Context: an optimization exercise on an open-source flow, tuned for small area and a short achievable clock period. The choices shown serve that exercise and are no tape-out recipe.
RTL that was checked went through simulation tests only; none was proved equivalent to the original.
For runs 4 to 7, only the layout was checked, not whether the RTL still works.
The clock cells of run 7 come from the design's own scripts or RTL, not from TritonCTS.
The clock input has no modelled driver; a real chip could not lean on it and would need a root buffer or a full tree.
Power and IR drop assume default switching activity.

===== flow/config.mk =====
export PLATFORM = sky130hd
export DESIGN_NAME = sump_ctrl_top
export DESIGN_NICKNAME = sump_ctrl_top
export VERILOG_FILES = /design/flow/design.v
export SDC_FILE = /design/flow/constraint.sdc
export NUM_CORES = 4
export LEC_CHECK = 0
export CAP_MARGIN = 20
export CORE_MARGIN = 2
export CORE_UTILIZATION = 40
export SETUP_SLACK_MARGIN = 1.6
export SLEW_MARGIN = 20

===== flow/constraint.sdc =====
create_clock -name core_clock -period 3.0 [get_ports {clk_i}]
set_input_delay 0.6000 -clock core_clock [delete_from_list [all_inputs] [get_ports {clk_i}]]
set_output_delay 0.6000 -clock core_clock [all_outputs]
set_load 0.01 [all_outputs]

===== flow/design.v =====
`default_nettype none
package sump_cmd_pkg;
  typedef enum logic [7:0] {
    OPC_SOFT_RESET  = 8'h00,
    OPC_RUN         = 8'h01,
    OPC_ID          = 8'h02,
    OPC_XON         = 8'h11,
    OPC_XOFF        = 8'h13,
    OPC_SET_DIV     = 8'h80,
    OPC_SET_CNT     = 8'h81,   
    OPC_SET_FLAGS   = 8'h82,
    OPC_SET_TRG_MSK = 8'hC0,   
    OPC_SET_TRG_VAL = 8'hC1,
    OPC_SET_TRG_CFG = 8'hC2
  } opcode_e;
  typedef enum logic [3:0] {
    ACT_NONE,
    ACT_SOFT_RESET,
    ACT_RUN,
    ACT_ID,
    ACT_XON,
    ACT_XOFF,
    ACT_SET_MASK,
    ACT_SET_VAL,
    ACT_SET_CFG,
    ACT_SET_DIV,
    ACT_SET_CNT,
    ACT_SET_FLAGS
  } action_e;
  typedef logic [1:0]  stage_t;
  typedef logic [31:0] param_t;   
endpackage
`default_nettype wire
`default_nettype none
package sump_cfg_pkg;
  typedef struct packed {
    logic [31:0] mask;
    logic [31:0] value;
    logic [31:0] cfg;    
  } trig_stage_t;
  typedef struct packed {
    trig_stage_t [4-1:0] trig;
    logic [23:0]                    divider;
    logic [15:0]                    read_cnt;
    logic [15:0]                    delay_cnt;
    logic [31:0]                    flags;
  } sump_cfg_t;
endpackage
`default_nettype wire
`default_nettype none
module sump_ctrl_top (
  input  logic                    clk_i,
  input  logic                    rst_n_i,
  input  logic                    rx_valid_i,
  input  logic [7:0]              rx_data_i,
  output logic [471:0]            cfg_o,     
  output logic                    armed_o,
  input  logic                    tx_credit_i,
  output logic                    tx_valid_o,
  output logic [7:0]              tx_data_o
);
  logic [2:0]  cnt_q;
  logic [3:0]  code_q;
  logic        stb_s_q;    
  logic        stb_l_q;    
  logic [31:0] param_q;
  logic [3:0]  code_d;
  always_comb begin
    code_d = 4'b1111;
    if (!rx_data_i[7]) begin
      if (rx_data_i[7:2] == 6'b000000 && rx_data_i[1:0] != 2'b11)
        code_d = {2'b00, rx_data_i[1:0]};
      else if (rx_data_i[7:2] == 6'b000100 && rx_data_i[0])
        code_d = {2'b01, rx_data_i[1:0]};
    end else begin
      if (rx_data_i[6:4] == 3'b100 && rx_data_i[1:0] != 2'b11)
        code_d = rx_data_i[3:0];
      else if (rx_data_i[6:2] == 5'b00000 && rx_data_i[1:0] != 2'b11)
        code_d = {rx_data_i[1:0], 2'b11};
    end
  end
  always_ff @(posedge clk_i or negedge rst_n_i) begin
    if (!rst_n_i) begin
      cnt_q   <= 3'd0;
      stb_s_q <= 1'b0;
      stb_l_q <= 1'b0;
    end else begin
      stb_s_q <= rx_valid_i && (cnt_q == 3'd0) && !rx_data_i[7];
      stb_l_q <= rx_valid_i && (cnt_q == 3'd4);
      if (rx_valid_i) begin
        if (cnt_q == 3'd0)      cnt_q <= rx_data_i[7] ? 3'd1 : 3'd0;
        else if (cnt_q == 3'd4) cnt_q <= 3'd0;
        else                    cnt_q <= cnt_q + 3'd1;
      end
    end
  end
  always_ff @(posedge clk_i) begin
    if (rx_valid_i) begin
      if (cnt_q == 3'd0) code_q  <= code_d;
      else               param_q <= {rx_data_i, param_q[31:8]};   
    end
  end
  logic c_soft, c_run, c_id, c_xon, c_xoff;
  assign c_soft = stb_s_q && (code_q == 4'b0000);
  assign c_run  = stb_s_q && (code_q == 4'b0001);
  assign c_id   = stb_s_q && (code_q == 4'b0010);
  assign c_xon  = stb_s_q && (code_q == 4'b0101);
  assign c_xoff = stb_s_q && (code_q == 4'b0111);
  logic [14:0] we;
  logic [14:0] hold;
  always_comb begin
    for (int w = 0; w < 15; w++) begin
      if (w < 12) we[w] = stb_l_q && (code_q == 4'((w / 3) * 4 + (w % 3)));
      else        we[w] = stb_l_q && (code_q == 4'((w - 12) * 4 + 3));
      hold[w] = !(we[w] || c_soft);
    end
  end
  logic [3:0][31:0] mask_q, value_q, tcfg_q;
  logic [23:0]      divider_q;
  logic [31:0]      cnts_q;    
  logic [31:0]      flags_q;
  logic             armed_q;
  always_ff @(posedge clk_i or negedge rst_n_i) begin
    if (!rst_n_i) begin
      mask_q    <= '0;
      value_q   <= '0;
      tcfg_q    <= '0;
      divider_q <= '0;
      cnts_q    <= '0;
      flags_q   <= '0;
      armed_q   <= 1'b0;
    end else begin
      for (int s = 0; s < 4; s++) begin
        mask_q[s]  <= (param_q & {32{we[s*3+0]}}) | (mask_q[s]  & {32{hold[s*3+0]}});
        value_q[s] <= (param_q & {32{we[s*3+1]}}) | (value_q[s] & {32{hold[s*3+1]}});
        tcfg_q[s]  <= (param_q & {32{we[s*3+2]}}) | (tcfg_q[s]  & {32{hold[s*3+2]}});
      end
      divider_q <= (param_q[23:0] & {24{we[12]}}) | (divider_q & {24{hold[12]}});
      cnts_q    <= (param_q & {32{we[13]}}) | (cnts_q  & {32{hold[13]}});
      flags_q   <= (param_q & {32{we[14]}}) | (flags_q & {32{hold[14]}});
      armed_q   <= c_run || (armed_q && !c_soft);
    end
  end
  always_comb begin
    for (int s = 0; s < 4; s++) begin
      cfg_o[(s*96+88)+:96] = {mask_q[s], value_q[s], tcfg_q[s]};
    end
    cfg_o[87:0] = {divider_q, cnts_q[15:0], cnts_q[31:16], flags_q};
  end
  assign armed_o = armed_q;
  logic       pend_q, xoff_q, valid_q;
  logic [2:0] used_q;
  logic [6:0] txd_q;
  logic       send, id_acc;
  logic       pend_d, xoff_d;
  logic [2:0] used_d;
  assign send   = valid_q;
  assign id_acc = c_id && !pend_q;
  always_comb begin
    pend_d = pend_q;
    if (send && txd_q[1]) pend_d = 1'b0;
    if (id_acc)           pend_d = 1'b1;
    if (c_soft)             pend_d = 1'b0;
    xoff_d = xoff_q;
    if (c_xon || c_soft) xoff_d = 1'b0;
    if (c_xoff)        xoff_d = 1'b1;
    used_d = used_q;
    if (tx_credit_i && !send && (used_q != 3'd0)) used_d = used_q - 3'd1;
    else if (send && !tx_credit_i)                 used_d = used_q + 3'd1;
  end
  always_ff @(posedge clk_i or negedge rst_n_i) begin
    if (!rst_n_i) begin
      pend_q  <= 1'b0;
      xoff_q  <= 1'b0;
      valid_q <= 1'b0;
      used_q  <= 3'd0;
    end else begin
      pend_q  <= pend_d;
      xoff_q  <= xoff_d;
      used_q  <= used_d;
      valid_q <= pend_d && !xoff_d && (used_d != 3'd4);
    end
  end
  always_ff @(posedge clk_i) begin
    if (id_acc) begin
      txd_q <= 7'(8'h31);
    end else if (send) begin
      if (txd_q[5])      txd_q <= 7'(8'h41);
      else if (txd_q[2]) txd_q <= 7'(8'h53);
      else               txd_q <= 7'(8'h4C);
    end
  end
  assign tx_valid_o = valid_q;
  assign tx_data_o  = {1'b0, txd_q};
endmodule
`default_nettype wire

===== flow/run.sh =====
#!/bin/bash
# synth_recipe.tcl (not shown) runs the flow's synth.tcl, then flattens the netlist and writes it again
# the make line also repeats each setting of config.mk as NAME=value (left out here)
make -C /OpenROAD-flow-scripts/flow DESIGN_CONFIG=/design/flow/config.mk WORK_HOME=/design/flow/orfs CLKGATE_MAP_FILE= SYNTH_SCRIPT=/design/flow/synth_recipe.tcl finish

==> run_results.csv, run 1 <==
group,metric,value,unit
timing,whs,-0.0462,ns
worst_setup_path,max_stage_delay,0.47,ns
synth,synth_edf_count,36,
power,p_switching,6.51,mW
global_route,gr-usage-all-layers,29.9,%
worst_setup_path,crit_chain,"buf_8, or3b_4, nor2_4, buf_12, nor2_4, clkbuf_16, a22o_1",
cells_and_area,drive_gt1_share,52.1,%
timing,hold_viol,49,
worst_setup_path,timing.rr.start,"code_q[1]",
power,swShare,30.0,%
placed_design,dp.cells,2278,
cells_and_area,areaGrowthSynthToFinish,62.2,%
synth,syn_nets,1278,
worst_hold_path,hp-class,"input pin to async pin",
global_route,grt_start_max_net_pins,80,
synth,ys_seq_elements,526,
synth,ys_types,44,
timing,clock_skew,0.0165,ns
cells_and_area,final_common_cell,"dfrtp_1",
global_route,grt_pass1_wl,106,mm
worst_setup_path,cp.depth,7,
floorplan,ios,494,
synth,seq_area_frac_synth,70.9,%
synth,synth_area,18800,µm²
worst_setup_path,cpMaxStageDelayCell,"edfxtp_1",
power,p_per_area,713,nW/µm²
clocking,cts_htree_levels,2,
worst_setup_path,endpoint,"value_q[62]",
cells_and_area,fin_nets,2231,
routing,wire_per_inst,28.2,µm
floorplan,die_area,48700,µm²
worst_setup_path,cp.buffers_inverters,3,
power,power,21.7,mW
power,p_int,15.2,mW
power,peakVddDrop,0.484,mV
routing,initialDrtViolationCount,1453,
worst_setup_path,path_common_cell,"nor2_4",
power,combPwrFrac,25.4,%
clocking,cts.sinks,526,
timing,worstMarginPinSlew,1.09,ns
global_route,overflow,0,
worst_setup_path,r2r_slack,1.13,ns
clocking,cts_tree,"built",
worst_setup_path,endpoint_kind,"register",
power,p_seq_share,44.7,%
clocking,root_buffer,"clkbuf_16",
routing,wirelength,80.7,mm
worst_setup_path,crit_type,"register to register",
worst_setup_path,crit_start,"code_q[1]",
clocking,cts_made_buffers,52,
timing,maxSlewViolCount,0,
worst_setup_path,cp-start-kind,"register",
routing,drc,0,
timing,setup_violations,0,
placed_design,pre_cts_slack,0.663,ns
synth,synth_area_leaders,"dfrtp_1 (64%), a22o_1 (22%), edfxtp_1 (5.8%)",
cells_and_area,utilization,65.6,%
worst_setup_path,arrival,2.35,ns
floorplan,start_util,40.4,%
worst_setup_path,ff2ff_path_depth,7,
timing,rsz0062_at_grt,"yes",
placed_design,place.gp.congestion,0.809,
placed_design,dp_hpwl,43.3,mm
cells_and_area,layoutNonFillerInstCount,2861,
timing,finalCriticalPeriod,1.87,ns
synth,syn_avg_cell_area,14.9,µm²
power,power.leakage,16.2,nW
synth,yosys.area.top_type,"dfrtp_1",
clocking,clkTransAtPathRegs,0.06,ns
floorplan,die-height,221,µm
cells_and_area,mostFrequentLayoutCells,"dfrtp_1 (483), a22o_1 (472), buf_4 (432)",
synth,ys.flop_type,"dfrtp_1",
timing,fin_setup_tns,0,ns
cells_and_area,fin_area,30500,µm²
floorplan,die_x,221,µm
synth,yosysTopAreaCellShare,64.5,%
routing,antenna_left,0,
timing,min_period_over_period,62.4,%
routing,firstDrtPassIters,6,
timing,fin_ws,1.13,ns
job,max-cap-violations,0,
timing,max-slew-margin-rel,27.2,%
global_route,antenna_found_initial,0,
floorplan,std_cell_rows,79,
synth,netlist_instances,1261,
timing,max_freq,534,MHz
clocking,clock_latency,0.60,ns
floorplan,core,46500,µm²
cells_and_area,fillCellCount,3412,
status,so.violations,"negative hold slack",
worst_setup_path,r2r-end,"value_q[62]",
worst_setup_path,crit_fanout,8,
cells_and_area,antennaDiodeCount,0,
power,clkPwrFrac,29.9,%
global_route,grt_pass1_vias,15600,
placed_design,place_area,24700,µm²
synth,synth_async_sr_flop_share,92.0,%
worst_setup_path,path_delay_family,"simple AND/OR/NAND/NOR gates",
routing,vias,16400,
placed_design,portBuffers,492,
status,status,"complete, but fails checks",
routing,post_drt_via_cell_ratio,5.75,
clocking,clockBufferDepth,3,
synth,yosys_warnings,1,
worst_setup_path,cp.required,3.48,ns
## final cells by class
type	count	area [µm²]	share of cell area [%]
Tap cell	607	759	2.49
Clock buffer	86	1610	5.29
Clock inverter	8	65.1	0.214
Sequential cell	526	13300	43.7
Multi-Input combinational cell	598	5340	17.5
Inverter	13	48.8	0.160
Timing Repair Buffer	1023	9320	30.6
## cells in the mapped netlist (all sizes together) (3+ instances only)
library cell and count:
a21oi 6, a22o 472, buf 27, clkbuf 103, dfrtp 484, dfxtp 6, edfxtp 36, ha 5
inv 13, nand2 9, nand2b 9, nand3 3, nand3b 4, nor2 30, nor2b 4, nor3 6
nor4 6, o21ai 9, or4 3
## worst register-to-register path, cell delays in order (launching register included)
cell and delay, ns:
edfxtp_1 0.47, buf_8 0.18, or3b_4 0.42, nor2_4 0.14, buf_12 0.13, nor2_4 0.05, clkbuf_16 0.17, a22o_1 0.19
## worst min-delay path by stage
stage,startpoint,to,slack (ns)
final,rst_n_i,value_q[6],-0.05
after global routing,rst_n_i,value_q[5],-0.03
after CTS,rst_n_i,value_q[6],-0.04
after detailed placement,txd_q[6],txd_q[6],0.46
after global placement,txd_q[6],txd_q[6],0.45
after floorplan,rst_n_i,armed_q,0.30
## flip-flops by register name, indices dropped and copies added, names as in the netlist
| register | flops |
|---|---|
| mask_q | 128 |
| tcfg_q | 128 |
| value_q | 128 |
| cnts_q | 32 |
| flags_q | 32 |
| param_q | 32 |
| divider_q | 24 |
| txd_q | 6 |
| code_q | 4 |
| cnt_q | 3 |
| used_q | 3 |
| armed_q | 1 |
| pend_q | 1 |
| stb_l_q | 1 |
| stb_s_q | 1 |
| valid_q | 1 |
| xoff_q | 1 |
## layer usage
layer,track usage [%],vias up,routed length (µm)
met4,12.8,0,3510
met2,44.4,940,36300
met5,0,-,0
li1,-,6733,-
met1,41.6,8572,32900
met3,7.90,195,8030
## power by group through the flow
| stage | sequential, mW | clock (mW) | combinational (mW) |
|---|---|---|---|
| after CTS | 9.65 | 6.56 | 4.82 |
| final | 9.71 | 6.49 | 5.52 |
| after global routing | 9.79 | 6.86 | 5.82 |
| after floorplan | 9.40 | 0 | 1.37 |
| after global placement | 9.87 | 0 | 3.85 |
| after detailed placement | 9.87 | 0 | 3.90 |
## cells by family after synthesis
| family | share of synthesized area, % |
|---|---|
| flops | 70.9 |
| compound gates | 22.9 |
| buf+inv | 3.08 |
| simple gates | 2.63 |
| fa+ha+maj | 0.333 |
| mux | 0.173 |
| other cells | 0.0200 |
| xor+xnor | 0.0466 |
## timing repair
| action | 4_1_cts | 5_1_grt |
|---|---|---|
| hold endpoints to repair | 52 | 23 |
| cloned | 14 | 17 |
| pin swaps | 28 | 24 |
| gates resized for setup | 2381 | 94 |
| endpoints found under the setup margin | 1010 | 1006 |
| setup buffers | 302 | 156 |
==> inputs of run 2 (changes only) <==
--- a/flow/config.mk
+++ b/flow/config.mk
@@ -9,3 +9,4 @@
 export CORE_MARGIN = 2
-export CORE_UTILIZATION = 40
+export CORE_UTILIZATION = 60
+export CTS_BUF_LIST = sky130_fd_sc_hd__clkbuf_8
 export SETUP_SLACK_MARGIN = 1.6
==> run 2 against run 1 <==
Compared with the run above:
- the run now fails in 5_1_grt
- synthesized cell count is the same
- area after synthesis is the same
==> run_results.csv, run 2 <==
group,metric,value,unit
status,status,"stopped before the end",
status,haltStage,"5_1_grt",
status,error,"[ERROR GRT-0232] Routing congestion too high. Check the congestion heatmap in the GUI.",
placed_design,portBuffers,492,
synth,synth_area,18800,µm²
synth,ys_seq_elements,526,
synth,synth_most_common_cell,"dfrtp_1",
synth,ys_top_cells_by_count,"dfrtp_1 (484), a22o_1 (472), clkbuf_1 (103)",
placed_design,place.gp.congestion,0.884,
clocking,root_buffer,"clkbuf_8",
synth,synth_async_sr_flop_share,92.0,%
synth,syn_avg_cell_area,14.9,µm²
placed_design,dp_hpwl,42.0,mm
synth,ys_types,44,
floorplan,start_util,61.1,%
synth,netlist_instances,1261,
floorplan,die_x,181,µm
synth,ys.flop_type,"dfrtp_1",
floorplan,std_cell_rows,64,
synth,syn_nets,1278,
synth,yosysTopAreaCellShare,64.5,%
global_route,grt_start_max_net_pins,75,
global_route,overflow,8,
clocking,cts.sinks,526,
floorplan,ios,494,
synth,yosys.area.top_type,"dfrtp_1",
clocking,clockBufferDepth,3,
synth,synth_area_leaders,"dfrtp_1 (64%), a22o_1 (22%), edfxtp_1 (5.8%)",
synth,seq_area_frac_synth,70.9,%
clocking,cts_made_buffers,80,
global_route,gr-usage-all-layers,76.2,%
synth,yosys_warnings,1,
placed_design,pre_cts_slack,0.700,ns
floorplan,die-height,181,µm
synth,synth_edf_count,36,
placed_design,place_area,24300,µm²
clocking,cts_htree_levels,3,
-- run 2: cell counts after synthesis --
No cell type changed its count.
-- run 2: cell families after synthesis --
| family | Yosys count | synth area share (%) |
|---|---|---|
| muxes | 3 | 0.173 |
| AOI/OAI and AO/OA | 498 | 22.9 |
| xor gates and xnor gates | 1 | 0.0466 |
| DFF | 526 | 70.9 |
| other | 1 | 0.0200 |
| adders and majority gates | 5 | 0.333 |
| buffers and inverters | 143 | 3.08 |
| and+or+nand+nor | 84 | 2.63 |
-- run 2: timing repair --
action	4_1_cts
setup buffers	375
pin swaps	27
endpoints found under the setup margin	1006
hold endpoints to repair	35
gates cloned	41
resized for setup	2494
-- run 2: metrics by stage --
step                hold WS (ns)  std cells  utilization (%)
floorplan                  0.304       1261                -
CTS                       -0.113       2621             95.7
detailed placement         0.466       2065             79.2
global placement           0.450       2065             79.2
-- run 2: worst max path at each step --
stage                      start          to  slack, ns
global placement    rx_data_i[5]   code_q[1]       0.72
detailed placement  rx_data_i[5]   code_q[1]       0.70
CTS                      valid_q  tx_valid_o       1.11
floorplan           rx_data_i[5]   code_q[1]       1.29
-- run 2: power by group through the flow --
stage                     combinational [mW]  sequential (mW)  clock [mW]
after floorplan                         1.37             9.40           0
after detailed placement                3.85             9.81           0
after global placement                  3.75             9.79           0
after CTS                               4.86             9.72        5.72
-- run 2: metal layers --
layer  GRT overflow  GRT usage, %
met3              0          63.3
met1              0          76.0
met5              0          15.7
met2              3          93.5
met4              5          74.4
==> inputs of run 3 (changes only) <==
--- a/flow/config.mk
+++ b/flow/config.mk
@@ -9,5 +9,4 @@
 export CORE_MARGIN = 2
-export CORE_UTILIZATION = 60
-export CTS_BUF_LIST = sky130_fd_sc_hd__clkbuf_8
-export SETUP_SLACK_MARGIN = 1.6
+export CORE_UTILIZATION = 40
+export SETUP_SLACK_MARGIN = 0.1
 export SLEW_MARGIN = 20
==> run 3 against run 2 <==
Compared with the run above:
- the run now finishes clean
- synthesized cell count unchanged
- area after synthesis is the same
==> run_results.csv, run 3 <==
group,metric,value,unit
status,status,"finished clean",
worst_setup_path,cp.buffers_inverters,1,
clocking,clockBufferDepth,3,
worst_setup_path,cp.required,2.40,ns
floorplan,die_area,48700,µm²
worst_setup_path,crit_type,"register to output pin",
timing,setup_violations,0,
clocking,clkTransAtPathRegs,0.06,ns
timing,min_period_over_period,84.3,%
worst_setup_path,endpoint_kind,"output pin",
timing,max-slew-margin-rel,21.8,%
cells_and_area,fin_nets,1760,
global_route,grt_pass1_wl,102,mm
power,p_per_area,780,nW/µm²
synth,synth_area_leaders,"dfrtp_1 (64%), a22o_1 (22%), edfxtp_1 (5.8%)",
cells_and_area,fin_area,26600,µm²
cells_and_area,mostFrequentLayoutCells,"clkdlybuf4s50_1 (491), dfrtp_1 (484), a22o_1 (472)",
worst_setup_path,timing.rr.start,"code_q[1]",
worst_setup_path,max_stage_delay,0.68,ns
placed_design,pre_cts_slack,0.573,ns
clocking,root_buffer,"clkbuf_16",
worst_setup_path,cp.depth,1,
synth,ys_top_cells_by_count,"dfrtp_1 (484), a22o_1 (472), clkbuf_1 (103)",
worst_setup_path,r2r-end,"tcfg_q[83]",
routing,vias,14000,
routing,firstDrtPassIters,5,
routing,wirelength,71.0,mm
synth,synth_most_common_cell,"dfrtp_1",
floorplan,ios,494,
global_route,grt_start_max_net_pins,74,
clocking,cts.sinks,526,
global_route,overflow,0,
worst_setup_path,cp-start-kind,"register",
cells_and_area,layoutNonFillerInstCount,2391,
synth,synth_async_sr_flop_share,92.0,%
clocking,cts_made_buffers,54,
clocking,cts_tree,"built",
synth,ys.flop_type,"dfrtp_1",
worst_setup_path,cpMaxStageDelayCell,"dfrtp_1",
power,power.leakage,12.1,nW
global_route,gr-usage-all-layers,29.1,%
timing,hold_viol,0,
floorplan,start_util,40.4,%
worst_setup_path,arrival,1.93,ns
timing,finalCriticalPeriod,2.53,ns
placed_design,place_area,24700,µm²
cells_and_area,utilization,57.2,%
timing,fin_ws,0.470,ns
timing,fin_setup_tns,0,ns
synth,synth_area,18800,µm²
synth,netlist_instances,1261,
cells_and_area,final_common_cell,"clkdlybuf4s50_1",
worst_setup_path,endpoint,"tx_valid_o",
placed_design,dp.cells,2293,
worst_setup_path,ff2ff_path_depth,5,
synth,synth_edf_count,36,
synth,ys_types,44,
power,peakVddDrop,0.448,mV
routing,antenna_left,0,
floorplan,core,46500,µm²
timing,worstMarginPinSlew,1.17,ns
synth,yosysTopAreaCellShare,64.5,%
synth,seq_area_frac_synth,70.9,%
cells_and_area,areaGrowthSynthToFinish,41.4,%
worst_hold_path,hp-class,"register to register",
job,max-cap-violations,0,
cells_and_area,drive_gt1_share,10.4,%
placed_design,portBuffers,492,
routing,post_drt_via_cell_ratio,5.85,
floorplan,die_x,221,µm
routing,initialDrtViolationCount,1088,
floorplan,die-height,221,µm
cells_and_area,largestRegisters,"mask_q x128, tcfg_q x128, value_q x128",
worst_setup_path,crit_start,"valid_q",
cells_and_area,antennaDiodeCount,0,
worst_setup_path,crit_chain,"clkdlybuf4s50_1",
synth,yosys_warnings,1,
global_route,antenna_found_initial,0,
synth,syn_nets,1278,
timing,rsz0062_at_grt,"no",
clocking,clock_latency,0.60,ns
synth,ys_seq_elements,526,
floorplan,std_cell_rows,79,
worst_setup_path,crit_fanout,18,
power,power,20.7,mW
clocking,cts_setup_buffers,0,
routing,wire_per_inst,29.7,µm
global_route,grt_pass1_vias,14100,
routing,drc,0,
clocking,cts_htree_levels,2,
synth,yosys.area.top_type,"dfrtp_1",
placed_design,dp_hpwl,45.6,mm
timing,max_freq,395,MHz
worst_setup_path,path_delay_family,"flip-flops",
timing,maxSlewViolCount,0,
synth,syn_avg_cell_area,14.9,µm²
worst_setup_path,r2r_slack,0.72,ns
placed_design,place.gp.congestion,0.811,
timing,whs,0.463,ns
timing,clock_skew,0.0161,ns
[run 3: cell counts after synthesis]
Identical to the previous run, type by type.
[run 3: kinds of logic (layout without fill, tap and decap cells)]
group	count (synthesis)	in the layout	synth area share, %
and+or+nand+nor	84	84	2.63
buffers and inverters	143	666	3.08
AOI/OAI and AO/OA	498	498	22.9
other	1	1	0.0200
adders and majority gates	5	5	0.333
DFF	526	526	70.9
muxes	3	3	0.173
xor gates and xnor gates	1	1	0.0466
[run 3: what timing repair did]
item	4_1_cts	5_1_grt
endpoints found under the hold margin	54	0
resized for setup	0	0
hold buffers	1	0
[run 3: where the power goes]
part	internal (mW)	switching, mW	leakage [nW]	total (mW)
sequential	8.27	1.54	7.09	9.81
combinational	2.26	1.72	4.08	3.98
clock	4.09	2.85	0.903	6.93
total	14.6	6.11	12.1	20.7
[run 3: worst min-delay path by stage]
stage | to | slack [ns] | cells past startpoint | from
floorplan | armed_q | 0.30 | 0 | rst_n_i
global placement | txd_q[6] | 0.45 | 2 | txd_q[6]
detailed placement | txd_q[6] | 0.46 | 2 | txd_q[6]
CTS | txd_q[6] | 0.47 | 2 | txd_q[6]
global route | txd_q[6] | 0.51 | 2 | txd_q[6]
finish | txd_q[6] | 0.46 | 2 | txd_q[6]
[run 3: layout make-up]
| class | count | area (µm²) |
|---|---|---|
| clock buffers | 76 | 1580 |
| clock inverters | 21 | 246 |
| fillers | 3758 | 19900 |
| inverters | 13 | 48.8 |
| multi-input cells | 592 | 5090 |
| flip-flops and latches | 526 | 13300 |
| well taps | 607 | 759 |
| repair buffers | 556 | 5530 |
[run 3: layer usage]
layer  wire [µm]  up-vias  track usage, %
li1            -     5793               -
met1       29600     7333            40.3
met2       32500      718            43.7
met3        6370      152            8.29
met4        2500        0            10.6
met5           0        -               0
==> inputs of run 4 (changes only) <==
--- a/flow/design.v
+++ b/flow/design.v
@@ -63,4 +63,2 @@
   logic [3:0]  code_q;
-  logic        stb_s_q;    
-  logic        stb_l_q;    
   logic [31:0] param_q;
@@ -69,27 +67,17 @@
     code_d = 4'b1111;
-    if (!rx_data_i[7]) begin
-      if (rx_data_i[7:2] == 6'b000000 && rx_data_i[1:0] != 2'b11)
-        code_d = {2'b00, rx_data_i[1:0]};
-      else if (rx_data_i[7:2] == 6'b000100 && rx_data_i[0])
-        code_d = {2'b01, rx_data_i[1:0]};
-    end else begin
-      if (rx_data_i[6:4] == 3'b100 && rx_data_i[1:0] != 2'b11)
-        code_d = rx_data_i[3:0];
-      else if (rx_data_i[6:2] == 5'b00000 && rx_data_i[1:0] != 2'b11)
-        code_d = {rx_data_i[1:0], 2'b11};
-    end
+    if (rx_data_i[6:4] == 3'b100 && rx_data_i[1:0] != 2'b11)
+      code_d = rx_data_i[3:0];
+    else if (rx_data_i[6:2] == 5'b00000 && rx_data_i[1:0] != 2'b11)
+      code_d = {rx_data_i[1:0], 2'b11};
   end
+  logic take_opc, last_par;
+  assign take_opc = rx_valid_i && (cnt_q == 3'd0);
+  assign last_par = rx_valid_i && (cnt_q == 3'd4);
   always_ff @(posedge clk_i or negedge rst_n_i) begin
     if (!rst_n_i) begin
-      cnt_q   <= 3'd0;
-      stb_s_q <= 1'b0;
-      stb_l_q <= 1'b0;
-    end else begin
-      stb_s_q <= rx_valid_i && (cnt_q == 3'd0) && !rx_data_i[7];
-      stb_l_q <= rx_valid_i && (cnt_q == 3'd4);
-      if (rx_valid_i) begin
-        if (cnt_q == 3'd0)      cnt_q <= rx_data_i[7] ? 3'd1 : 3'd0;
-        else if (cnt_q == 3'd4) cnt_q <= 3'd0;
-        else                    cnt_q <= cnt_q + 3'd1;
-      end
+      cnt_q <= 3'd0;
+    end else if (rx_valid_i) begin
+      if (cnt_q == 3'd0)      cnt_q <= rx_data_i[7] ? 3'd1 : 3'd0;
+      else if (cnt_q == 3'd4) cnt_q <= 3'd0;
+      else                    cnt_q <= cnt_q + 3'd1;
     end
@@ -103,15 +91,26 @@
   logic c_soft, c_run, c_id, c_xon, c_xoff;
-  assign c_soft = stb_s_q && (code_q == 4'b0000);
-  assign c_run  = stb_s_q && (code_q == 4'b0001);
-  assign c_id   = stb_s_q && (code_q == 4'b0010);
-  assign c_xon  = stb_s_q && (code_q == 4'b0101);
-  assign c_xoff = stb_s_q && (code_q == 4'b0111);
   logic [14:0] we;
   logic [14:0] hold;
+  always_ff @(posedge clk_i or negedge rst_n_i) begin
+    if (!rst_n_i) begin
+      c_soft <= 1'b0;
+      c_run  <= 1'b0;
+      c_id   <= 1'b0;
+      c_xon  <= 1'b0;
+      c_xoff <= 1'b0;
+      we     <= '0;
+    end else begin
+      c_soft <= take_opc && (rx_data_i == 8'h00);
+      c_run  <= take_opc && (rx_data_i == 8'h01);
+      c_id   <= take_opc && (rx_data_i == 8'h02);
+      c_xon  <= take_opc && (rx_data_i == 8'h11);
+      c_xoff <= take_opc && (rx_data_i == 8'h13);
+      for (int w = 0; w < 15; w++) begin
+        if (w < 12) we[w] <= last_par && (code_q == 4'((w / 3) * 4 + (w % 3)));
+        else        we[w] <= last_par && (code_q == 4'((w - 12) * 4 + 3));
+      end
+    end
+  end
   always_comb begin
-    for (int w = 0; w < 15; w++) begin
-      if (w < 12) we[w] = stb_l_q && (code_q == 4'((w / 3) * 4 + (w % 3)));
-      else        we[w] = stb_l_q && (code_q == 4'((w - 12) * 4 + 3));
-      hold[w] = !(we[w] || c_soft);
-    end
+    for (int w = 0; w < 15; w++) hold[w] = !(we[w] || c_soft);
   end
@@ -156,3 +155,3 @@
   logic [2:0] used_d;
-  assign send   = valid_q;
+  assign send   = pend_q && !xoff_q && (used_q != 3'd4);
   assign id_acc = c_id && !pend_q;
==> flow/flow/run.sh (new file) <==
#!/bin/bash
# Standard ORFS layout with port buffers, clock tree and repair settings of our own.
set -euo pipefail
bash standard.sh 'BUFFER_PORTS_ARGS=-buffer_cell sky130_fd_sc_hd__buf_1' SETUP_SLACK_MARGIN=1.4 finish > make_finish.log 2>&1
==> flow/standard.sh (new file) <==
#!/bin/bash
# synth_recipe.tcl (not shown) runs the flow's synth.tcl, then flattens the netlist and writes it again
# the make line also repeats each setting of config.mk as NAME=value (left out here)
make -C /OpenROAD-flow-scripts/flow DESIGN_CONFIG=/design/flow/config.mk WORK_HOME=/design/flow/orfs CLKGATE_MAP_FILE= SYNTH_SCRIPT=/design/flow/synth_recipe.tcl "${@:-finish}"
removed: flow/run.sh
==> run 4 against run 3 <==
Compared with the run above:
- still clean on timing, DRC and antenna
- area after synthesis up 2.1%
- power up 20%
- maximum frequency up 42%
- clock skew up 0.0020 ns
- worst hold slack worse by 0.19 ns
- critical path depth unchanged
- combinational power up 79%
- largest cell class unchanged
==> run_results.csv, run 4 <==
group,metric,value,unit
synth,ys_seq_elements,544,
synth,syn_avg_cell_area,14.9,µm²
timing,clock_skew,0.0182,ns
clocking,cts.sinks,544,
cells_and_area,fin_area,28500,µm²
routing,wire_per_inst,24.3,µm
floorplan,die_x,223,µm
global_route,overflow,0,
floorplan,die-height,223,µm
routing,post_drt_via_cell_ratio,5.57,
floorplan,ios,494,
floorplan,start_util,40.3,%
synth,netlist_instances,1284,
synth,yosys.area.top_type,"dfrtp_1",
worst_setup_path,crit_fanout,2,
cells_and_area,drive_gt1_share,47.7,%
timing,min_period_over_period,59.2,%
timing,max_freq,563,MHz
placed_design,place.gp.congestion,0.807,
clocking,clkTransAtPathRegs,0.06,ns
status,status,"finished clean",
timing,maxSlewViolCount,0,
timing,fin_setup_tns,0,ns
global_route,grt_pass1_vias,15000,
job,max-cap-violations,0,
clocking,cts_made_buffers,55,
cells_and_area,mostFrequentLayoutCells,"dfrtp_1 (500), a22o_1 (472), buf_4 (413)",
global_route,grt_pass1_wl,97.0,mm
floorplan,std_cell_rows,80,
timing,setup_violations,0,
placed_design,portBuffers,492,
global_route,grt_start_max_net_pins,123,
timing,whs,0.277,ns
clocking,cts_tree,"built",
clocking,clock_latency,0.60,ns
timing,hold_viol,0,
timing,max-slew-margin-rel,28.1,%
synth,syn_nets,1301,
worst_setup_path,cp.required,2.40,ns
cells_and_area,antennaDiodeCount,0,
routing,drc,0,
global_route,gr-usage-all-layers,25.8,%
timing,finalCriticalPeriod,1.78,ns
routing,initialDrtViolationCount,1267,
synth,synth_async_sr_flop_share,92.3,%
synth,yosysTopAreaCellShare,65.5,%
synth,synth_edf_count,36,
clocking,root_buffer,"clkbuf_16",
worst_setup_path,cp-start-kind,"register",
synth,synth_area_leaders,"dfrtp_1 (65%), a22o_1 (22%), edfxtp_1 (5.6%)",
cells_and_area,final_common_cell,"dfrtp_1",
cells_and_area,fillCellCount,3692,
worst_setup_path,path_delay_family,"flip-flops",
power,power,24.9,mW
synth,ys_types,42,
cells_and_area,layoutNonFillerInstCount,2779,
placed_design,dp_hpwl,41.2,mm
timing,rsz0062_at_grt,"yes",
routing,firstDrtPassIters,5,
power,p_per_area,874,nW/µm²
synth,ys_top_cells_by_count,"dfrtp_1 (502), a22o_1 (472), clkbuf_1 (114)",
cells_and_area,largestRegisters,"mask_q x128, tcfg_q x128, value_q x128",
routing,wirelength,67.6,mm
floorplan,die_area,49700,µm²
clocking,clockBufferDepth,3,
placed_design,place_area,21700,µm²
worst_setup_path,crit_type,"register to output pin",
placed_design,dp.cells,2296,
worst_setup_path,crit_chain,"buf_2",
worst_setup_path,endpoint_kind,"output pin",
synth,ys.flop_type,"dfrtp_1",
worst_setup_path,max_stage_delay,0.42,ns
cells_and_area,areaGrowthSynthToFinish,48.7,%
cells_and_area,fin_nets,2138,
worst_hold_path,hp-class,"input pin to register",
timing,worstMarginPinSlew,1.08,ns
routing,vias,15500,
synth,seq_area_frac_synth,71.8,%
routing,antenna_left,0,
worst_setup_path,cpMaxStageDelayCell,"dfrtp_1",
synth,synth_most_common_cell,"dfrtp_1",
worst_setup_path,arrival,1.18,ns
clocking,cts_htree_levels,2,
worst_setup_path,cp.buffers_inverters,1,
power,peakVddDrop,0.446,mV
floorplan,core,47500,µm²
synth,synth_area,19200,µm²
global_route,antenna_found_initial,0,
power,power.leakage,15.2,nW
synth,yosys_warnings,1,
run 4: cell count changes after synthesis, sizes merged, moves of 5 or more:
cell,before,now
nor2,30,42
clkbuf,103,115
nand2b,9,4
dfrtp,484,502
o21ai,9,2
run 4: stage by stage:
stage	setup WS, ns	utilization [%]
floorplan	1.27	-
global placement	1.17	45.6
detailed placement	1.10	45.6
CTS	1.20	56.5
global route	1.19	60.0
finish	1.22	60.0
run 4: worst paths after layout:
path	start	end	slack, ns	cells after the start
worst max-delay path	cnts_q[27]	cfg_o[43]	1.22	1
worst max register to register	used_q[0]	valid_q	1.27	6
worst min register to register	c_run	armed_q	0.43	1
worst min-delay path	rx_data_i[2]	c_xon	0.28	2
min in group asynchronous	rst_n_i	used_q[2]	0.49	2
max in group asynchronous	rst_n_i	tcfg_q[47]	1.55	3
run 4: area by class of cell:
class | instances | area, µm² | share of cell area [%]
Sequential cell | 544 | 13800 | 48.3
Clock buffer | 83 | 1640 | 5.73
Multi-Input combinational cell | 586 | 4940 | 17.3
Tap cell | 615 | 769 | 2.70
Inverter | 13 | 48.8 | 0.171
Clock inverter | 17 | 166 | 0.583
Timing Repair Buffer | 921 | 7190 | 25.2
run 4: timing repair:
| action | CTS | global route |
|---|---|---|
| buffers inserted | 222 | 160 |
| hold buffers | 1 | 0 |
| endpoints found under the hold margin | 14 | 0 |
| gates cloned | 0 | 0 |
| pin swaps | 1 | 2 |
| endpoints found under the setup margin | 790 | 728 |
| gates resized for setup | 634 | 196 |
run 4: worst register-to-register path: stages (launching register included):
cell,delay [ns]
dfrtp_1,0.41
inv_2,0.09
ha_4,0.17
a21oi_2,0.10
and2_1,0.19
or4_1,0.53
a31oi_2,0.16
run 4: metal layers:
metal,track usage [%],wire length (µm),up-vias
met5,0,0,-
met4,8.47,2220,0
met3,5.98,5500,125
met2,41.9,33000,749
met1,34.4,26900,8077
li1,-,-,6527
run 4: power by group:
part           switching, mW  internal (mW)  leakage [nW]
combinational           2.83           4.29          7.02
sequential              1.85           9.09          7.27
clock                   2.86           4.01         0.892
run 4: logic make-up (layout without fill, tap and decap cells):
group	after synthesis	count (layout)	share of synthesized area [%]
AO/OA/AOI/OAI	490	490	22.2
buffers and inverters	154	1034	3.22
adder cells (fa/ha/maj)	5	5	0.326
other	1	1	0.0195
multiplexers	6	6	0.333
AND/OR/NAND/NOR	83	83	2.07
XOR/XNOR	1	1	0.0457
flip-flops	544	544	71.8
==> inputs of run 5 (changes only) <==
==> flow/flow/run.sh (replaced) <==
#!/bin/bash
# Standard ORFS layout with port buffers, clock tree and repair settings of our own.
set -euo pipefail
bash standard.sh 'BUFFER_PORTS_ARGS=-buffer_cell sky130_fd_sc_hd__buf_2' SETUP_SLACK_MARGIN=1.2 RECOVER_POWER=100 finish > make_finish.log 2>&1
==> run 5 against run 4 <==
Compared with the run above:
- the layout now fails its checks (max-capacitance violations, max-slew violations)
- cell area fell by 18%
- routed wire length fell by 8.4%
- flip-flop and latch count did not move
- die area did not move
- via count fell by 11%
==> run_results.csv, run 5 <==
group,metric,value,unit
worst_setup_path,ff2ff_path_depth,3,
cells_and_area,fin_nets,1753,
synth,syn_nets,1301,
synth,synth_most_common_cell,"dfrtp_1",
cells_and_area,mostFrequentLayoutCells,"clkbuf_1 (505), dfrtp_1 (501), a22o_1 (472)",
synth,ys_seq_elements,544,
cells_and_area,fillCellCount,4347,
floorplan,core,47500,µm²
worst_setup_path,cp-start-kind,"register",
worst_setup_path,cp.required,3.46,ns
cells_and_area,areaGrowthSynthToFinish,22.5,%
power,peakVddDrop,0.433,mV
clocking,cts_made_buffers,56,
floorplan,ios,494,
synth,synth_area,19200,µm²
synth,netlist_instances,1284,
timing,setup_violations,0,
timing,clock_skew,0.0120,ns
clocking,cts_tree,"built",
timing,min_period_over_period,79.1,%
power,p_per_area,934,nW/µm²
global_route,grt_pass1_vias,13500,
status,so.violations,"max-capacitance violations, max-slew violations",
timing,maxSlewViolCount,33,
synth,synth_compound_area_share,22.2,%
worst_setup_path,arrival,2.84,ns
synth,ys_top_cells_by_count,"dfrtp_1 (502), a22o_1 (472), clkbuf_1 (114)",
placed_design,dp_hpwl,41.2,mm
synth,yosysTopAreaCellShare,65.5,%
timing,max-slew-margin-rel,-4.34,%
timing,whs,0.266,ns
timing,fin_setup_tns,0,ns
worst_hold_path,hold_start,"rx_data_i[2]",
synth,synth_xor_area_share,0.0457,%
routing,initialDrtViolationCount,1234,
global_route,grt_pass1_wl,90.5,mm
routing,wirelength,61.9,mm
floorplan,die-height,223,µm
floorplan,die_x,223,µm
clocking,clockBufferDepth,3,
synth,seq_area_frac_synth,71.8,%
synth,yosys_warnings,1,
worst_setup_path,max_stage_delay,1.31,ns
clocking,cts_htree_levels,2,
synth,yosys.area.top_type,"dfrtp_1",
synth,ys.flop_type,"dfrtp_1",
synth,synth_top_family_by_area,"compound AO/OA/AOI/OAI gates",
cells_and_area,fin_area,23500,µm²
floorplan,die_area,49700,µm²
timing,finalCriticalPeriod,2.37,ns
synth,synth_edf_count,36,
synth,ys_types,42,
routing,firstDrtPassIters,5,
timing,max_freq,422,MHz
worst_setup_path,path_delay_family,"flip-flops",
worst_hold_path,hp-class,"input pin to register",
worst_setup_path,crit_chain,"nor2_2, clkbuf_2, a22o_1",
worst_setup_path,cp.depth,3,
routing,wire_per_inst,25.9,µm
job,max-cap-violations,1,
placed_design,portBuffers,492,
synth,synthSimpleGateAreaFrac,2.07,%
worst_hold_path,min_path_cells,2,
clocking,clkTransAtPathRegs,0.06,ns
clocking,cts.sinks,544,
global_route,antenna_found_initial,1,
global_route,gr-usage-all-layers,24.2,%
cells_and_area,largestRegisters,"mask_q x128, tcfg_q x128, value_q x128",
worst_setup_path,timing.rr.start,"we[10]",
worst_setup_path,crit_start,"we[10]",
worst_setup_path,cpMaxStageDelayCell,"dfrtp_1",
power,power.leakage,11.0,nW
cells_and_area,utilization,49.4,%
synth,synth_area_leaders,"dfrtp_1 (65%), a22o_1 (22%), edfxtp_1 (5.6%)",
worst_hold_path,worstHoldEndpoint,"c_xon",
synth,synth_async_sr_flop_share,92.3,%
worst_setup_path,cp.buffers_inverters,1,
routing,post_drt_via_cell_ratio,5.75,
global_route,overflow,0,
routing,vias,13800,
routing,antenna_left,0,
placed_design,place_area,22300,µm²
clocking,clock_latency,0.59,ns
worst_setup_path,crit_type,"register to register",
worst_setup_path,r2r_slack,0.63,ns
placed_design,place.gp.congestion,0.828,
timing,hold_viol,0,
timing,rsz0062_at_grt,"yes",
routing,drc,0,
synth,synthMuxAreaShare,0.333,%
synth,syn_avg_cell_area,14.9,µm²
clocking,root_buffer,"clkbuf_16",
worst_setup_path,r2r-end,"value_q[103]",
worst_setup_path,endpoint_kind,"register",
floorplan,std_cell_rows,80,
cells_and_area,drive_gt1_share,8.16,%
global_route,grt_start_max_net_pins,80,
synth,synth_adder_area_share,0.326,%
floorplan,start_util,40.3,%
worst_setup_path,crit_fanout,33,
cells_and_area,final_common_cell,"clkbuf_1",
timing,worstMarginPinSlew,1.56,ns
status,status,"complete, but fails checks",
power,power,21.9,mW
## run 5: changes by cell type in the layout (fill, tap and decap cells not counted), moves of 4 or more
| cell | delta |
|---|---|
| buf_1 | -13 |
| buf_2 | -102 |
| buf_4 | -390 |
| buf_6 | -235 |
| bufinv_16 | +4 |
| clkbuf_1 | +489 |
| clkbuf_2 | -139 |
| clkinv_2 | -5 |
| dfxtp_1 | +6 |
| dfxtp_2 | -5 |
## run 5: layout make-up
cell class	instances	area, µm²	share of cell area [%]
multi-input combinational	586	4840	20.6
antenna	1	2.50	0.0107
clock buffer	78	1620	6.88
clock inverter	21	287	1.22
inverter	13	48.8	0.208
timing repair buffer	535	2160	9.21
tap	615	769	3.28
sequential	544	13800	58.6
## run 5: through the flow
| stage | instances | setup slack, ns |
|---|---|---|
| after global placement | 2292 | 1.01 |
| after global routing | 2392 | 0.578 |
| after detailed placement | 2292 | 1.04 |
| final | 2393 | 0.628 |
| after floorplan | 1284 | 1.22 |
| after CTS | 2392 | 1.09 |
## run 5: power by group
| part | switching [mW] | leakage, nW | internal [mW] |
|---|---|---|---|
| registers | 1.75 | 7.27 | 9.09 |
| logic | 2.30 | 2.82 | 1.65 |
| clock network | 2.82 | 0.925 | 4.33 |
| total | 6.87 | 11.0 | 15.1 |
## run 5: routing by layer
layer / GRT usage, % / vias up / routed length [µm]
li1: - / 5774 / -
met1: 32.8 / 7202 / 25600
met2: 38.4 / 652 / 29700
met3: 5.74 / 123 / 4640
met4: 8.57 / 0 / 2040
met5: 0 / - / 0
## run 5: kinds of logic (layout without fill, tap and decap cells)
logic type	after synthesis	count (layout)
other	1	2
xor gates and xnor gates	1	1
DFF	544	544
buffers and inverters	154	647
and+or+nand+nor	83	83
adders and majority gates	5	5
AOI/OAI and AO/OA	490	490
muxes	6	6
## run 5: worst max path at each step
stage,slack [ns],endpoint
floorplan,1.22,param_q[0]
global placement,1.01,value_q[125]
detailed placement,1.04,valid_q
CTS,1.09,valid_q
global route,0.58,value_q[101]
finish,0.63,value_q[103]
## run 5: worst reg2reg max path, delay by kind of cell (launching register included)
family,cells,cell delay (ns)
AND/OR/NAND/NOR,1,0.01
flip-flops,1,1.31
AO/OA/AOI/OAI,1,0.41
buffers and inverters,1,0.53
## run 5: repair_timing
item                                    CTS  global route
endpoints found under the setup margin   62            47
gates resized for setup                   2             8
buffers inserted                          0             0
hold buffers                              1             0
cloned                                    0             0
hold endpoints to repair                 14             0
==> inputs of run 6 (changes only) <==
==> flow/flow/run.sh (replaced) <==
#!/bin/bash
# Standard ORFS layout with port buffers, clock tree and repair settings of our own.
set -euo pipefail
bash standard.sh 'BUFFER_PORTS_ARGS=-buffer_cell sky130_fd_sc_hd__buf_1' SETUP_SLACK_MARGIN=1.2 finish > make_finish.log 2>&1
==> run 6 against run 5 <==
Compared with the run above:
- combinational power up 2%
- core utilization up 0.47 points
- area after synthesis unchanged
- the run now finishes clean
- cell area up 0.95%
==> run_results.csv, run 6 <==
group,metric,value,unit
status,status,"finished clean",
power,swShare,31.6,%
worst_setup_path,cp-start-kind,"register",
global_route,antenna_found_initial,0,
worst_setup_path,cpMaxStageDelayCell,"dfrtp_1",
worst_setup_path,cp.depth,1,
routing,vias,13900,
worst_setup_path,endpoint_kind,"output pin",
worst_hold_path,hold_start,"rx_data_i[2]",
global_route,grt_pass1_wl,91.9,mm
synth,syn_avg_cell_area,14.9,µm²
worst_setup_path,cp.required,2.40,ns
worst_setup_path,cp.buffers_inverters,1,
cells_and_area,antennaDiodeCount,0,
clocking,clock_latency,0.60,ns
floorplan,die_area,49700,µm²
power,p_switching,6.85,mW
worst_hold_path,min_path_cells,2,
routing,drc,0,
timing,fin_ws,1.22,ns
worst_setup_path,timing.rr.start,"used_q[0]",
floorplan,std_cell_rows,80,
placed_design,pre_cts_slack,1.06,ns
power,p_per_area,913,nW/µm²
power,peakVddDrop,0.449,mV
synth,netlist_instances,1284,
synth,yosysTopAreaCellShare,65.5,%
synth,synth_async_sr_flop_share,92.3,%
worst_setup_path,crit_chain,"buf_1",
routing,wire_per_inst,26.0,µm
floorplan,ios,494,
clocking,clkTransAtPathRegs,0.06,ns
clocking,cts_tree,"built",
synth,seq_area_frac_synth,71.8,%
worst_setup_path,path_delay_family,"flip-flops",
synth,syn_nets,1301,
worst_setup_path,crit_fanout,2,
floorplan,die-height,223,µm
routing,antenna_left,0,
cells_and_area,seq_area,13800,µm²
timing,rsz0062_at_grt,"yes",
global_route,gr-usage-all-layers,24.6,%
worst_setup_path,ff2ff_path_depth,6,
clocking,cts_made_buffers,55,
power,clkPwrFrac,31.3,%
power,p_int,14.8,mW
timing,whs,0.248,ns
routing,wirelength,62.3,mm
timing,worstMarginPinSlew,1.04,ns
clocking,cts_htree_levels,2,
placed_design,place.gp.congestion,0.822,
cells_and_area,drive_gt1_share,13.9,%
placed_design,place_area,21800,µm²
worst_setup_path,r2r-end,"valid_q",
worst_setup_path,max_stage_delay,0.35,ns
worst_hold_path,worstHoldEndpoint,"c_xon",
floorplan,start_util,40.3,%
cells_and_area,utilization,49.9,%
timing,maxSlewViolCount,0,
global_route,grt_start_max_net_pins,67,
cells_and_area,largestRegisters,"mask_q x128, tcfg_q x128, value_q x128",
routing,initialDrtViolationCount,1202,
cells_and_area,mostFrequentLayoutCells,"dfrtp_1 (500), a22o_1 (472), buf_1 (405)",
routing,post_drt_via_cell_ratio,5.78,
cells_and_area,multi_input_area,4890,µm²
synth,synth_edf_count,36,
job,max-cap-violations,0,
floorplan,die_x,223,µm
worst_hold_path,hp-class,"input pin to register",
worst_setup_path,arrival,1.18,ns
cells_and_area,fin_nets,1761,
cells_and_area,fillCellCount,4152,
synth,ys_types,42,
timing,finalCriticalPeriod,1.78,ns
worst_setup_path,r2r_slack,1.24,ns
timing,max_freq,561,MHz
timing,hold_viol,0,
timing,min_period_over_period,59.4,%
cells_and_area,areaGrowthSynthToFinish,23.6,%
placed_design,dp_hpwl,40.9,mm
routing,firstDrtPassIters,5,
synth,ys_top_cells_by_count,"dfrtp_1 (502), a22o_1 (472), clkbuf_1 (114)",
worst_setup_path,crit_type,"register to output pin",
global_route,grt_pass1_vias,13600,
timing,fin_setup_tns,0,ns
power,p_seq_share,50.1,%
global_route,overflow,0,
cells_and_area,fin_area,23700,µm²
synth,synth_area_leaders,"dfrtp_1 (65%), a22o_1 (22%), edfxtp_1 (5.6%)",
synth,ys.flop_type,"dfrtp_1",
clocking,clockBufferDepth,3,
power,power.leakage,11.4,nW
timing,setup_violations,0,
synth,ys_seq_elements,544,
synth,yosys_warnings,1,
clocking,cts.sinks,544,
synth,yosys.area.top_type,"dfrtp_1",
placed_design,portBuffers,492,
timing,clock_skew,0.0134,ns
floorplan,core,47500,µm²
synth,synth_area,19200,µm²
timing,max-slew-margin-rel,30.5,%
power,combPwrFrac,18.6,%
clocking,root_buffer,"clkbuf_16",
cells_and_area,final_common_cell,"dfrtp_1",
synth,synth_most_common_cell,"dfrtp_1",
[run 6: stage by stage]
| stage | cells | total power [mW] |
|---|---|---|
| 3_3_place_gp | 2298 | 14.8 |
| 3_5_place_dp | 2298 | 14.9 |
| 4_1_cts | 2393 | 21.7 |
| 6_report | 2395 | 21.7 |
| 5_1_grt | 2395 | 22.6 |
| 2_1_floorplan | 1284 | 12.5 |
[run 6: worst max-delay path by stage]
stage / to / slack, ns / from
final: cfg_o[202] / 1.22 / tcfg_q[50]
after global routing: valid_q / 1.16 / used_q[0]
after CTS: valid_q / 1.17 / used_q[1]
after detailed placement: valid_q / 1.06 / c_soft
after global placement: valid_q / 1.01 / c_soft
after floorplan: param_q[0] / 1.22 / rx_valid_i
[run 6: repair_timing]
action                                  CTS  global route
endpoints found under the setup margin   92            93
resized for setup                        28            69
setup buffers                             1             2
hold endpoints to repair                  1             0
hold buffers                              1             0
[run 6: kinds of logic (layout without fill, tap and decap cells)]
kind of cell               count (synthesis)  after routing  share of synthesized area, %
DFF                                      544            544                          71.8
and+or+nand+nor                           83             83                          2.07
muxes                                      6              6                         0.333
adders and majority gates                  5              5                         0.326
other                                      1              1                        0.0195
buffers and inverters                    154            650                          3.22
xor gates and xnor gates                   1              1                        0.0457
AOI/OAI and AO/OA                        490            490                          22.2
[run 6: final cells by class]
class | count | share of cell area [%]
inverters | 13 | 0.206
well taps | 615 | 3.24
flip-flops and latches | 544 | 58.0
repair buffers | 544 | 10.4
multi-input cells | 586 | 20.6
clock buffers | 80 | 6.98
clock inverters | 13 | 0.496
[run 6: power groups by stage]
stage	Combinational, mW	Sequential [mW]	Clock (mW)
finish	4.03	10.8	6.78
detailed placement	3.97	10.9	0
floorplan	1.70	10.8	0
global placement	3.89	10.9	0
CTS	4.00	10.8	6.91
global route	4.36	11.0	7.22
[run 6: per-layer routing]
layer	global-route usage, %	vias up	wire [µm]
li1	-	5772	-
met2	38.6	641	29500
met3	5.24	135	4400
met1	33.9	7304	26300
met4	8.88	0	2150
met5	0	-	0
==> inputs of run 7 (changes only) <==
--- a/flow/design.v
+++ b/flow/design.v
@@ -93,2 +93,11 @@
   logic [14:0] hold;
+  logic [14:0] we_d;
+  logic        soft_d;
+  assign soft_d = take_opc && (rx_data_i == 8'h00);
+  always_comb begin
+    for (int w = 0; w < 15; w++) begin
+      if (w < 12) we_d[w] = last_par && (code_q == 4'((w / 3) * 4 + (w % 3)));
+      else        we_d[w] = last_par && (code_q == 4'((w - 12) * 4 + 3));
+    end
+  end
   always_ff @(posedge clk_i or negedge rst_n_i) begin
@@ -101,4 +110,5 @@
       we     <= '0;
+      hold   <= '0;
     end else begin
-      c_soft <= take_opc && (rx_data_i == 8'h00);
+      c_soft <= soft_d;
       c_run  <= take_opc && (rx_data_i == 8'h01);
@@ -107,10 +117,5 @@
       c_xoff <= take_opc && (rx_data_i == 8'h13);
-      for (int w = 0; w < 15; w++) begin
-        if (w < 12) we[w] <= last_par && (code_q == 4'((w / 3) * 4 + (w % 3)));
-        else        we[w] <= last_par && (code_q == 4'((w - 12) * 4 + 3));
-      end
-    end
-  end
-  always_comb begin
-    for (int w = 0; w < 15; w++) hold[w] = !(we[w] || c_soft);
+      we     <= we_d;
+      hold   <= ~(we_d | {15{soft_d}});
+    end
   end
@@ -150,3 +155,3 @@
   logic       pend_q, xoff_q, valid_q;
-  logic [2:0] used_q;
+  logic [3:0] used_q;
   logic [6:0] txd_q;
@@ -154,4 +159,5 @@
   logic       pend_d, xoff_d;
-  logic [2:0] used_d;
-  assign send   = pend_q && !xoff_q && (used_q != 3'd4);
+  logic [3:0] used_send, used_idle, used_d;
+  logic       full_nocredit;
+  assign send   = pend_q && !xoff_q && !used_q[3];
   assign id_acc = c_id && !pend_q;
@@ -161,9 +167,10 @@
     if (id_acc)           pend_d = 1'b1;
-    if (c_soft)             pend_d = 1'b0;
+    if (c_soft)           pend_d = 1'b0;
     xoff_d = xoff_q;
     if (c_xon || c_soft) xoff_d = 1'b0;
-    if (c_xoff)        xoff_d = 1'b1;
-    used_d = used_q;
-    if (tx_credit_i && !send && (used_q != 3'd0)) used_d = used_q - 3'd1;
-    else if (send && !tx_credit_i)                 used_d = used_q + 3'd1;
+    if (c_xoff)          xoff_d = 1'b1;
+    used_send = send ? {used_q[2:0], 1'b1} : used_q;
+    used_idle = send ? used_q : {1'b0, used_q[3:1]};
+    used_d    = tx_credit_i ? used_idle : used_send;
+    full_nocredit = send ? used_q[2] : used_q[3];
   end
@@ -174,3 +181,3 @@
       valid_q <= 1'b0;
-      used_q  <= 3'd0;
+      used_q  <= 4'd0;
     end else begin
@@ -179,3 +186,3 @@
       used_q  <= used_d;
-      valid_q <= pend_d && !xoff_d && (used_d != 3'd4);
+      valid_q <= pend_d && !xoff_d && (tx_credit_i || !full_nocredit);
     end
==> flow/flow/run.sh (replaced) <==
#!/bin/bash
# ORFS layout with port buffers of our choice and a two-level clock tree
# (flow/ctree.tcl) in place of TritonCTS; every other step is the standard one.
set -euo pipefail
W=$PWD
K=( "BUFFER_PORTS_ARGS=-buffer_cell sky130_fd_sc_hd__buf_1"
    SETUP_SLACK_MARGIN=1.55
    CTREE_TCL=$W/flow/ctree.tcl CTREE_TOP_DEPTH=2 CTREE_LEAF_DEPTH=3
    CTREE_TOP_CELL=sky130_fd_sc_hd__inv_16 CTREE_LEAF_CELL=sky130_fd_sc_hd__inv_8 )
bash standard.sh "${K[@]}" place > make_place.log 2>&1
bash standard.sh "${K[@]}" run RUN_SCRIPT=$W/flow/mycts.tcl RUN_LOG_NAME_STEM=4_1_cts > make_cts.log 2>&1
bash standard.sh "${K[@]}" finish > make_finish.log 2>&1
==> flow/flow/ctree.tcl (new file) <==
# Two-level clock tree of inverters (an even number on every path, so the
# top buffer drives the leaf buffers of its part of the die, and each leaf
# buffer drives one compact group of flip-flop clock pins. Groups come from
# recursive bisection of the clock pins by position, so they are equal in size.

proc ctree_split { pts depth } {
  # pts: list of {iterm x y}
  if { $depth == 0 || [llength $pts] < 2 } { return [list $pts] }
  set xs [lmap p $pts { lindex $p 1 }]
  set ys [lmap p $pts { lindex $p 2 }]
  set xs [lsort -integer $xs]; set ys [lsort -integer $ys]
  set w [expr { [lindex $xs end] - [lindex $xs 0] }]
  set h [expr { [lindex $ys end] - [lindex $ys 0] }]
  set k [expr { $w >= $h ? 1 : 2 }]
  set s [lsort -integer -index $k $pts]
  set n [expr { [llength $s] / 2 }]
  return [concat [ctree_split [lrange $s 0 [expr { $n - 1 }]] [expr { $depth - 1 }]] \
                 [ctree_split [lrange $s $n end] [expr { $depth - 1 }]]]
}

proc ctree_centroid { pts } {
  set sx 0; set sy 0
  foreach p $pts { set sx [expr { $sx + [lindex $p 1] }]; set sy [expr { $sy + [lindex $p 2] }] }
  set n [llength $pts]
  return [list [expr { int($sx / $n) }] [expr { int($sy / $n) }]]
}

proc ctree_buf { block master name in_net x y } {
  set inst [odb::dbInst_create $block $master $name]
  set net [odb::dbNet_create $block "${name}_net"]
  $net setSigType CLOCK
  foreach it [$inst getITerms] {
    if { [$it isInputSignal] } { $it connect $in_net }
    if { [$it isOutputSignal] } { $it connect $net }
  }
  set bb [$master getWidth]
  set bh [$master getHeight]
  $inst setLocation [expr { $x - $bb / 2 }] [expr { $y - $bh / 2 }]
  $inst setPlacementStatus PLACED
  return $net
}

proc ctree_build { clk_port top_depth leaf_depth top_cell leaf_cell } {
  set block [ord::get_db_block]
  set db [ord::get_db]
  set bterm [$block findBTerm $clk_port]
  set clk_net [$bterm getNet]
  $clk_net setSigType CLOCK
  set pts {}
  foreach it [$clk_net getITerms] {
    set xy [$it getAvgXY]
    if { ![lindex $xy 0] } {
      set bb [[$it getInst] getBBox]
      set xy [list 1 [expr { ([$bb xMin] + [$bb xMax]) / 2 }] [expr { ([$bb yMin] + [$bb yMax]) / 2 }]]
    }
    lappend pts [list $it [lindex $xy 1] [lindex $xy 2]]
  }
  puts "ctree: [llength $pts] clock pins on $clk_port"
  set topm [$db findMaster $top_cell]
  set leafm [$db findMaster $leaf_cell]
  set parts [ctree_split $pts $top_depth]
  set ti 0
  set li 0
  foreach part $parts {
    set groups [ctree_split $part $leaf_depth]
    set cents {}
    foreach g $groups { lappend cents [concat x [ctree_centroid $g]] }
    set tc [ctree_centroid $cents]
    set tnet [ctree_buf $block $topm "ctree_top_$ti" $clk_net [lindex $tc 0] [lindex $tc 1]]
    incr ti
    foreach g $groups c $cents {
      set lnet [ctree_buf $block $leafm "ctree_leaf_$li" $tnet [lindex $c 1] [lindex $c 2]]
      incr li
      foreach p $g {
        set it [lindex $p 0]
        $it disconnect
        $it connect $lnet
      }
      puts "ctree: leaf $li drives [llength $g] pins"
    }
  }
  puts "ctree: $ti top buffers, $li leaf buffers"
}
==> flow/flow/mycts.tcl (new file) <==
# Clock tree step in place of ORFS's TritonCTS step: builds the two-level tree of
# ctree.tcl on the placed design, legalizes, repairs timing as ORFS's cts step
# does, and writes the results the rest of the ORFS flow reads.
source $::env(SCRIPTS_DIR)/load.tcl
erase_non_stage_variables cts
load_design 3_place.odb 3_place.sdc
set_dont_use $::env(DONT_USE_CELLS)

source $::env(CTREE_TCL)
ctree_build clk_i $::env(CTREE_TOP_DEPTH) $::env(CTREE_LEAF_DEPTH) \
  $::env(CTREE_TOP_CELL) $::env(CTREE_LEAF_CELL)
set_propagated_clock [all_clocks]

set_placement_padding -global \
  -left $::env(CELL_PAD_IN_SITES_DETAIL_PLACEMENT) \
  -right $::env(CELL_PAD_IN_SITES_DETAIL_PLACEMENT)
detailed_placement
estimate_parasitics -placement
report_clock_latency

repair_timing_helper
detailed_placement
check_placement -verbose
estimate_parasitics -placement
report_clock_latency
report_checks -path_delay max -group_path_count 5 -digits 3
report_worst_slack -max
report_worst_slack -min

orfs_write_db $::env(RESULTS_DIR)/4_1_cts.odb
orfs_write_sdc $::env(RESULTS_DIR)/4_cts.sdc
==> run 7 against run 6 <==
Compared with the run above:
- combinational power increased by 44%
- area after synthesis increased by 1.8%
- flip-flop and latch count increased by 16
- maximum frequency decreased by 0.43%
- die area increased by 1.8%
- sequential power increased by 11%
- cell count decreased by 1.4%
- setup slack got worse by 0.0078 ns
- synthesized cell count increased by 0.31%
- first-iteration DRC count decreased by 11%
- clock power decreased by 53%
- critical endpoint is now hold[2]
- highest routed layer unchanged
==> run_results.csv, run 7 <==
group,metric,value,unit
power,power.leakage,10.6,nW
global_route,grt_pass1_wl,91.8,mm
routing,post_drt_via_cell_ratio,5.82,
worst_setup_path,endpoint_kind,"register",
placed_design,dp_hpwl,41.8,mm
global_route,gr-usage-all-layers,24.0,%
synth,ys.flop_type,"dfrtp_1",
timing,setup_violations,0,
synth,syn_avg_cell_area,15.2,µm²
status,status,"finished clean",
placed_design,place.gp.congestion,0.804,
job,max-cap-violations,0,
floorplan,die-height,225,µm
worst_setup_path,cp-start-kind,"input pin",
synth,synthSimpleGateAreaFrac,2.24,%
power,peakVddDrop,0.431,mV
global_route,grt_pass1_vias,13300,
global_route,overflow,0,
worst_setup_path,path_delay_family,"simple AND/OR/NAND/NOR gates",
floorplan,std_cell_rows,80,
synth,seq_area_frac_synth,72.5,%
cells_and_area,fin_nets,1762,
synth,synth_most_common_cell,"dfrtp_1",
timing,rsz0062_at_grt,"yes",
synth,synth_xor_area_share,0.0448,%
timing,maxSlewViolCount,0,
synth,ys_top_cells_by_count,"dfrtp_1 (518), a22o_1 (472), clkbuf_1 (123)",
placed_design,portBuffers,492,
synth,synthMuxAreaShare,0.109,%
global_route,grt_start_max_net_pins,88,
timing,fin_setup_tns,0,ns
timing,finalCriticalPeriod,1.79,ns
routing,antenna_left,0,
clocking,clock_latency,0.18,ns
timing,fin_ws,1.21,ns
cells_and_area,antennaDiodeCount,0,
global_route,antenna_found_initial,0,
worst_setup_path,arrival,1.84,ns
synth,synth_adder_area_share,0.128,%
synth,synth_top_family_by_area,"compound AO/OA/AOI/OAI gates",
cells_and_area,final_common_cell,"dfrtp_1",
floorplan,core,47900,µm²
timing,worstMarginPinSlew,1.04,ns
worst_setup_path,crit_fanout,8,
clocking,clkTransAtPathRegs,0.09,ns
floorplan,start_util,40.7,%
clocking,holdBufCountCts,0,
timing,hold_viol,0,
worst_setup_path,cp.required,3.05,ns
synth,yosysTopAreaCellShare,66.4,%
synth,syn_nets,1302,
cells_and_area,areaGrowthSynthToFinish,16.8,%
cells_and_area,largestRegisters,"mask_q x128, tcfg_q x128, value_q x128",
routing,drc,0,
worst_setup_path,cp.depth,6,
synth,synth_area_leaders,"dfrtp_1 (66%), a22o_1 (21%), edfxtp_1 (5.5%)",
synth,yosys_warnings,1,
worst_setup_path,cpMaxStageDelayCell,"or4_4",
timing,max_freq,559,MHz
synth,ys_seq_elements,560,
floorplan,die_area,50600,µm²
worst_hold_path,hp-class,"input pin to async pin",
timing,whs,0.335,ns
timing,max-slew-margin-rel,30.5,%
timing,clock_skew,0.0171,ns
worst_setup_path,cp.buffers_inverters,3,
timing,min_period_over_period,59.7,%
worst_setup_path,max_stage_delay,0.55,ns
routing,vias,13700,
routing,initialDrtViolationCount,1064,
routing,wirelength,63.2,mm
synth,ys_types,44,
synth,synth_edf_count,36,
synth,netlist_instances,1288,
floorplan,ios,494,
worst_setup_path,crit_type,"input pin to register",
cells_and_area,mostFrequentLayoutCells,"dfrtp_1 (515), buf_1 (486), a22o_1 (472)",
floorplan,die_x,225,µm
cells_and_area,drive_gt1_share,7.50,%
power,p_per_area,919,nW/µm²
routing,wire_per_inst,26.8,µm
synth,synth_area,19500,µm²
synth,yosys.area.top_type,"dfrtp_1",
worst_setup_path,ff2ff_path_depth,2,
synth,synth_compound_area_share,22.2,%
routing,firstDrtPassIters,5,
placed_design,pre_cts_slack,0.804,ns
synth,synth_async_sr_flop_share,92.5,%
worst_setup_path,crit_chain,"buf_8, or4_4, nor4_4, buf_4, clkbuf_16, a21oi_2",
-- run 7: cell count changes after synthesis, sizes merged, moves of 5 or more --
cell,before,now
inv,13,8
nand3b,3,8
buf,26,6
nor2,42,29
a21oi,3,18
dfrtp,502,518
clkbuf,115,123
-- run 7: layer usage --
metal	part of all wire, %	GRT usage (%)
met5	0	0
met3	6.8	3.82
met1	42	33.8
met2	48	38.9
met4	3.3	6.45
-- run 7: per-stage QoR --
stage                     power (mW)  utilization (%)  cells  cell area [µm²]
after floorplan                 14.7                -   1288            19600
after detailed placement        17.9             46.1   2314            22100
after global routing            22.1             47.6   2361            22800
after global placement          17.7             46.1   2314            22100
final                           21.0             47.6   2361            22800
-- run 7: path summary, 6_finish.rpt --
check / from / endpoint / slack, ns
worst max-delay path: rx_data_i[6] / hold[2] / 1.21
worst min-delay path: rst_n_i / value_q[106] / 0.34
worst max register to register: hold[3] / mask_q[52] / 1.44
worst min register to register: c_run / armed_q / 0.44
max in group asynchronous: rst_n_i / hold[6] / 1.68
min in group core_clock: c_run / armed_q / 0.44
-- run 7: kinds of logic after synthesis --
family / after synthesis
AOI/OAI and AO/OA: 507
xor gates and xnor gates: 1
adders and majority gates: 2
buffers and inverters: 137
DFF: 560
muxes: 2
other: 1
and+or+nand+nor: 78
-- run 7: final cells by class --
| cell class | instances | area [µm²] |
|---|---|---|
| fillers | 4325 | 25100 |
| inverters | 44 | 470 |
| repair buffers | 551 | 2480 |
| well taps | 615 | 769 |
| flip-flops and latches | 560 | 14200 |
| multi-input cells | 591 | 4930 |
-- run 7: report_power, final --
part | internal (mW) | leakage, nW | switching (mW)
Clock | 0.488 | 0.233 | 2.68
Combinational | 2.55 | 3.02 | 3.24
Sequential | 9.95 | 7.35 | 2.06
-- run 7: timing repair --
item	4_1_cts	5_1_grt
endpoints found under the setup margin	121	264
endpoints found under the hold margin	0	0
setup buffers	3	6
pin swaps	2	3
gates resized for setup	9	38
cloned	0	2

[re-timing with driven ports]
In the flow no input, the clock included, has a driving cell. The finished layouts below were timed again as built, in two steps.
Step 1 sets driving cells, clkbuf_16 on the clock port and buf_2 on the other inputs (assumed; they add their load-dependent delay and slew).
Step 2 times the ports against the registers' clock, not the clock port: input delays grow and output delays shrink by t, the midpoint of the rising clock arrivals with the driver on.
Three values: ideal, step 1, step 2; two values: the first two.
run | t, ns | setup WS [ns] | hold WS [ns]
run 1 | 0.645 | 1.128 / 1.128 / 0.791 | -0.046 / -0.050 / 0.499
run 3 | 0.648 | 0.470 / 0.414 / 0.500 | 0.463 / 0.463 / 0.463
run 4 | 0.650 | 1.224 / 1.170 / 0.935 | 0.277 / 0.277 / 0.432
run 5 | 0.641 | 0.628 / 0.628 / 0.248 | 0.266 / 0.267 / 0.435
run 6 | 0.649 | 1.218 / 1.163 / 0.895 | 0.248 / 0.245 / 0.432
run 7 | 0.402 | 1.210 / 1.380 / 0.995 | 0.335 / 0.136 / 0.439
Setup slack includes reset recovery checks.
